Context: an optimization exercise on an open-source flow, tuned for small area. The choices shown serve that exercise and are no tape-out recipe. Where RTL was checked, it was by simulation tests only, not by an equivalence proof against the original. Power and IR drop assume default switching activity.

12-23:
==> flow/design.v <==
module cpu_trace_buffer #(
   parameter int DEPTH = 16,
   parameter int AW    = 4,
   parameter int POST  = 8
) (
   input  logic          clock,
   input  logic          reset,
   input  logic [31:0]   cpu_pc,
   input  logic [31:0]   cpu_inst,
   input  logic [31:0]   cpu_aluout,
   input  logic [31:0]   cpu_memout,
   input  logic          arm,
   input  logic [31:0]   trig_pc,
   input  logic          rd_en,
   output logic          rd_valid,
   output logic [31:0]   rd_pc,
   output logic [31:0]   rd_inst,
   output logic [31:0]   rd_aluout,
   output logic [31:0]   rd_memout,
   output logic [1:0]    state,
   output logic [AW:0]   count,
   output logic          triggered
);
   localparam int EW = 128;
   localparam logic [AW:0] LP_FULL = (AW+1)'(DEPTH);
   localparam logic [1:0] S_IDLE = 2'd0;
   localparam logic [1:0] S_PRE  = 2'd1;
   localparam logic [1:0] S_POST = 2'd2;
   localparam logic [1:0] S_DONE = 2'd3;
   logic [1:0]       r_state;
   logic [EW-1:0]    r_ring [DEPTH];
   logic [AW-1:0]    r_pos;
   logic [AW:0]      r_count;
   logic [2:0]       r_post;
   logic             r_triggered;
   logic             r_rd_valid;
   logic             w_write;
   logic             w_hit;
   logic             w_read;
   logic             w_rearm;
   logic             w_to_done;
   logic [AW:0]      w_count_inc;
   logic [EW-1:0]    w_rd_entry;
   logic [EW-1:0]    w_wr_entry;
   assign w_wr_entry  = {cpu_pc, cpu_inst, cpu_aluout, cpu_memout};
   assign w_write     = (r_state == S_PRE) || (r_state == S_POST);
   assign w_hit       = (r_state == S_PRE) && (cpu_pc == trig_pc);
   assign w_rearm     = ((r_state == S_IDLE) || (r_state == S_DONE)) && arm;
   assign w_read      = (r_state == S_DONE) && !arm && rd_en && (r_count != '0);
   assign w_to_done   = (r_state == S_POST) && (r_post == 3'd7);
   assign w_count_inc = (r_count == LP_FULL) ? r_count : r_count + 1'b1;
   logic [EW-1:0]    w_ring_in;
   logic             w_rot, w_rot_n;
   assign w_rot   = (r_state == S_DONE);
   assign w_rot_n = ~w_rot;
   for (genvar b = 0; b < EW; b++) begin : g_in
      ctb_ao22 u_ao (
         .a0(r_ring[DEPTH-1][b]), .s0(w_rot),
         .a1(w_wr_entry[b]),      .s1(w_rot_n),
         .y(w_ring_in[b]));
   end
   always_ff @(posedge clock) begin
      r_ring[0] <= w_ring_in;
      for (int i = 1; i < DEPTH; i++) r_ring[i] <= r_ring[i-1];
   end
   always_ff @(posedge clock) begin
      if (w_to_done)   r_pos <= w_count_inc[AW-1:0];
      else if (!w_read) r_pos <= r_pos + 1'b1;
   end
   always_ff @(posedge clock) begin
      if (reset) begin
         r_state     <= S_IDLE;
         r_count     <= '0;
         r_post      <= '0;
         r_triggered <= 1'b0;
         r_rd_valid  <= 1'b0;
      end else begin
         r_rd_valid <= w_read;
         case (r_state)
            S_IDLE:  if (arm) r_state <= S_PRE;
            S_PRE:   if (w_hit) r_state <= S_POST;
            S_POST:  if (w_to_done) r_state <= S_DONE;
            default: if (arm) r_state <= S_PRE;
         endcase
         if (w_rearm) begin
            r_count     <= '0;
            r_triggered <= 1'b0;
         end
         if (w_write) r_count <= w_count_inc;
         if (w_read)  r_count <= r_count - 1'b1;
         if (w_hit) begin
            r_triggered <= 1'b1;
            r_post      <= '0;
         end else if (r_state == S_POST) begin
            r_post <= r_post + 1'b1;
         end
      end
   end
   logic [3:0]       w_lo_n, w_hi_n;
   logic [DEPTH-1:0] w_sel [4];
   ctb_pre2 u_pre_lo (.a(r_pos[1:0]), .y_n(w_lo_n));
   ctb_pre2 u_pre_hi (.a(r_pos[3:2]), .y_n(w_hi_n));
   for (genvar q = 0; q < 4; q++) begin : g_dec
      for (genvar i = 0; i < DEPTH; i++) begin : g_sel
         ctb_nor2 u_nor (.a(w_lo_n[i%4]), .b(w_hi_n[i/4]), .y(w_sel[q][i]));
      end
   end
   for (genvar b = 0; b < EW; b++) begin : g_rd
      logic [4:0] w_grp_n;
      for (genvar g = 0; g < 5; g++) begin : g_grp
         ctb_aoi222 u_aoi (
            .a0(r_ring[3*g][b]),   .s0(w_sel[b/32][3*g]),
            .a1(r_ring[3*g+1][b]), .s1(w_sel[b/32][3*g+1]),
            .a2(r_ring[3*g+2][b]), .s2(w_sel[b/32][3*g+2]),
            .y(w_grp_n[g]));
      end
      ctb_or_tail u_tail (
         .y_n(w_grp_n), .a(r_ring[15][b]), .s(w_sel[b/32][15]), .y(w_rd_entry[b]));
   end
   assign state     = r_state;
   assign count     = r_count;
   assign triggered = r_triggered;
   assign rd_valid  = r_rd_valid;
   assign rd_pc     = w_rd_entry[127:96];
   assign rd_inst   = w_rd_entry[95:64];
   assign rd_aluout = w_rd_entry[63:32];
   assign rd_memout = w_rd_entry[31:0];
endmodule
module ctb_aoi222 (
   input  logic a0, s0, a1, s1, a2, s2,
   output logic y
);
   assign y = ~((a0 & s0) | (a1 & s1) | (a2 & s2));
endmodule
module ctb_or_tail (
   input  logic [4:0] y_n,
   input  logic       a, s,
   output logic       y
);
   assign y = ~(&y_n) | (a & s);
endmodule
module ctb_ao22 (
   input  logic a0, s0, a1, s1,
   output logic y
);
   assign y = (a0 & s0) | (a1 & s1);
endmodule
module ctb_pre2 (
   input  logic [1:0] a,
   output logic [3:0] y_n
);
   always_comb
      for (int i = 0; i < 4; i++) y_n[i] = ~(a == 2'(i));
endmodule
module ctb_nor2 (
   input  logic a, b,
   output logic y
);
   assign y = ~(a | b);
endmodule
export LEC_CHECK = 0
export CAP_MARGIN = 20
export CORE_MARGIN = 2
export CORE_UTILIZATION = 40
export SLEW_MARGIN = 20
export SYNTH_HIERARCHICAL = 1
export SYNTH_MINIMUM_KEEP_SIZE = 0
create_clock -name core_clock -period 5.0 [get_ports {clock}]
standard.sh (not shown) runs the stock make flow with config.mk's settings and CLKGATE_MAP_FILE= SYNTH_SCRIPT=/design/flow/synth_recipe.tcl, a recipe that flattens the netlist after the stock synthesis.
==> flow/flow/run.sh <==
#!/bin/bash
# Standard ORFS layout (the standard.sh) with two changes:
#  - port buffers use the smallest buffer cell (buf_1) instead of the default pick
#  - clock tree: larger sink clusters, no dummy loads
set -euo pipefail
bash standard.sh finish \
  "BUFFER_PORTS_ARGS=-buffer_cell sky130_fd_sc_hd__buf_1" \
  "CTS_ARGS=-sink_clustering_enable -repair_clock_nets -dont_use_dummy_load -sink_clustering_size 24 -sink_clustering_max_diameter 100" \
  > make_finish.log 2>&1
[inputs] 10-10 vs 12-23
--- a/flow/design.v
+++ b/flow/design.v
@@ -94,30 +94,24 @@
          end else if (r_state == S_POST) begin
             r_post <= r_post + 1'b1;
          end
       end
    end
-   logic [3:0]       w_lo_n, w_hi_n;
-   logic [DEPTH-1:0] w_sel [4];
-   ctb_pre2 u_pre_lo (.a(r_pos[1:0]), .y_n(w_lo_n));
-   ctb_pre2 u_pre_hi (.a(r_pos[3:2]), .y_n(w_hi_n));
-   for (genvar q = 0; q < 4; q++) begin : g_dec
-      for (genvar i = 0; i < DEPTH; i++) begin : g_sel
-         ctb_nor2 u_nor (.a(w_lo_n[i%4]), .b(w_hi_n[i/4]), .y(w_sel[q][i]));
-      end
-   end
+   logic [DEPTH-1:0] w_sel;
+   always_comb
+      for (int i = 0; i < DEPTH; i++) w_sel[i] = (r_pos == AW'(i));
    for (genvar b = 0; b < EW; b++) begin : g_rd
       logic [4:0] w_grp_n;
       for (genvar g = 0; g < 5; g++) begin : g_grp
          ctb_aoi222 u_aoi (
-            .a0(r_ring[3*g][b]),   .s0(w_sel[b/32][3*g]),
-            .a1(r_ring[3*g+1][b]), .s1(w_sel[b/32][3*g+1]),
-            .a2(r_ring[3*g+2][b]), .s2(w_sel[b/32][3*g+2]),
+            .a0(r_ring[3*g][b]),   .s0(w_sel[3*g]),
+            .a1(r_ring[3*g+1][b]), .s1(w_sel[3*g+1]),
+            .a2(r_ring[3*g+2][b]), .s2(w_sel[3*g+2]),
             .y(w_grp_n[g]));
       end
       ctb_or_tail u_tail (
-         .y_n(w_grp_n), .a(r_ring[15][b]), .s(w_sel[b/32][15]), .y(w_rd_entry[b]));
+         .y_n(w_grp_n), .a(r_ring[15][b]), .s(w_sel[15]), .y(w_rd_entry[b]));
    end
    assign state     = r_state;
    assign count     = r_count;
    assign triggered = r_triggered;
    assign rd_valid  = r_rd_valid;
@@ -143,18 +137,5 @@
    input  logic a0, s0, a1, s1,
    output logic y
 );
    assign y = (a0 & s0) | (a1 & s1);
 endmodule
-module ctb_pre2 (
-   input  logic [1:0] a,
-   output logic [3:0] y_n
-);
-   always_comb
-      for (int i = 0; i < 4; i++) y_n[i] = ~(a == 2'(i));
-endmodule
-module ctb_nor2 (
-   input  logic a, b,
-   output logic y
-);
-   assign y = ~(a | b);
-endmodule
### Flow results
- Changes observed in 10-10 relative to 12-23: number of buffers created by CTS picked up an extra 1; average wire length per cell after detail routing held steady.
- 10-10 closes out successfully: all stages finished, all timing, DRC and antenna checks passed.
- For the maximum clock rate, 10-10 came in 0.010 GHz higher than 12-23 did.
- Delta (10-10 minus 12-23): non-filler instance count after layout moved down; final-stage net count now smaller; core box area held; setup slack increased by 0.22 ns relative to the old numbers; proportion of power drawn by flip-flops and latches climbed 1.5 points.
The RTL of 12-23 was laid out without a check of its function.

## re-timing with driven ports
No port has a modelled driver above. Below, the same layouts with a new extraction and two added sets of constraints. Step 1 sets driving cells, clkbuf_16 on the clock port and buf_2 on the other inputs (assumed; they add their load-dependent delay and slew). Step 2 also shifts input and output timing later by t, the mid clock arrival at the registers, as if the neighbouring blocks saw the same clock. Three values: no drivers, after step 1, after step 2; two values: the first two.
run	shift t [ns]	setup WS [ns]	pins driven straight from the clock port
12-23	0.796	0.303 / 0.225 / 1.021	1
10-10	0.774	0.522 / 0.449 / 1.223	1
After both steps every run listed still meets setup and hold.
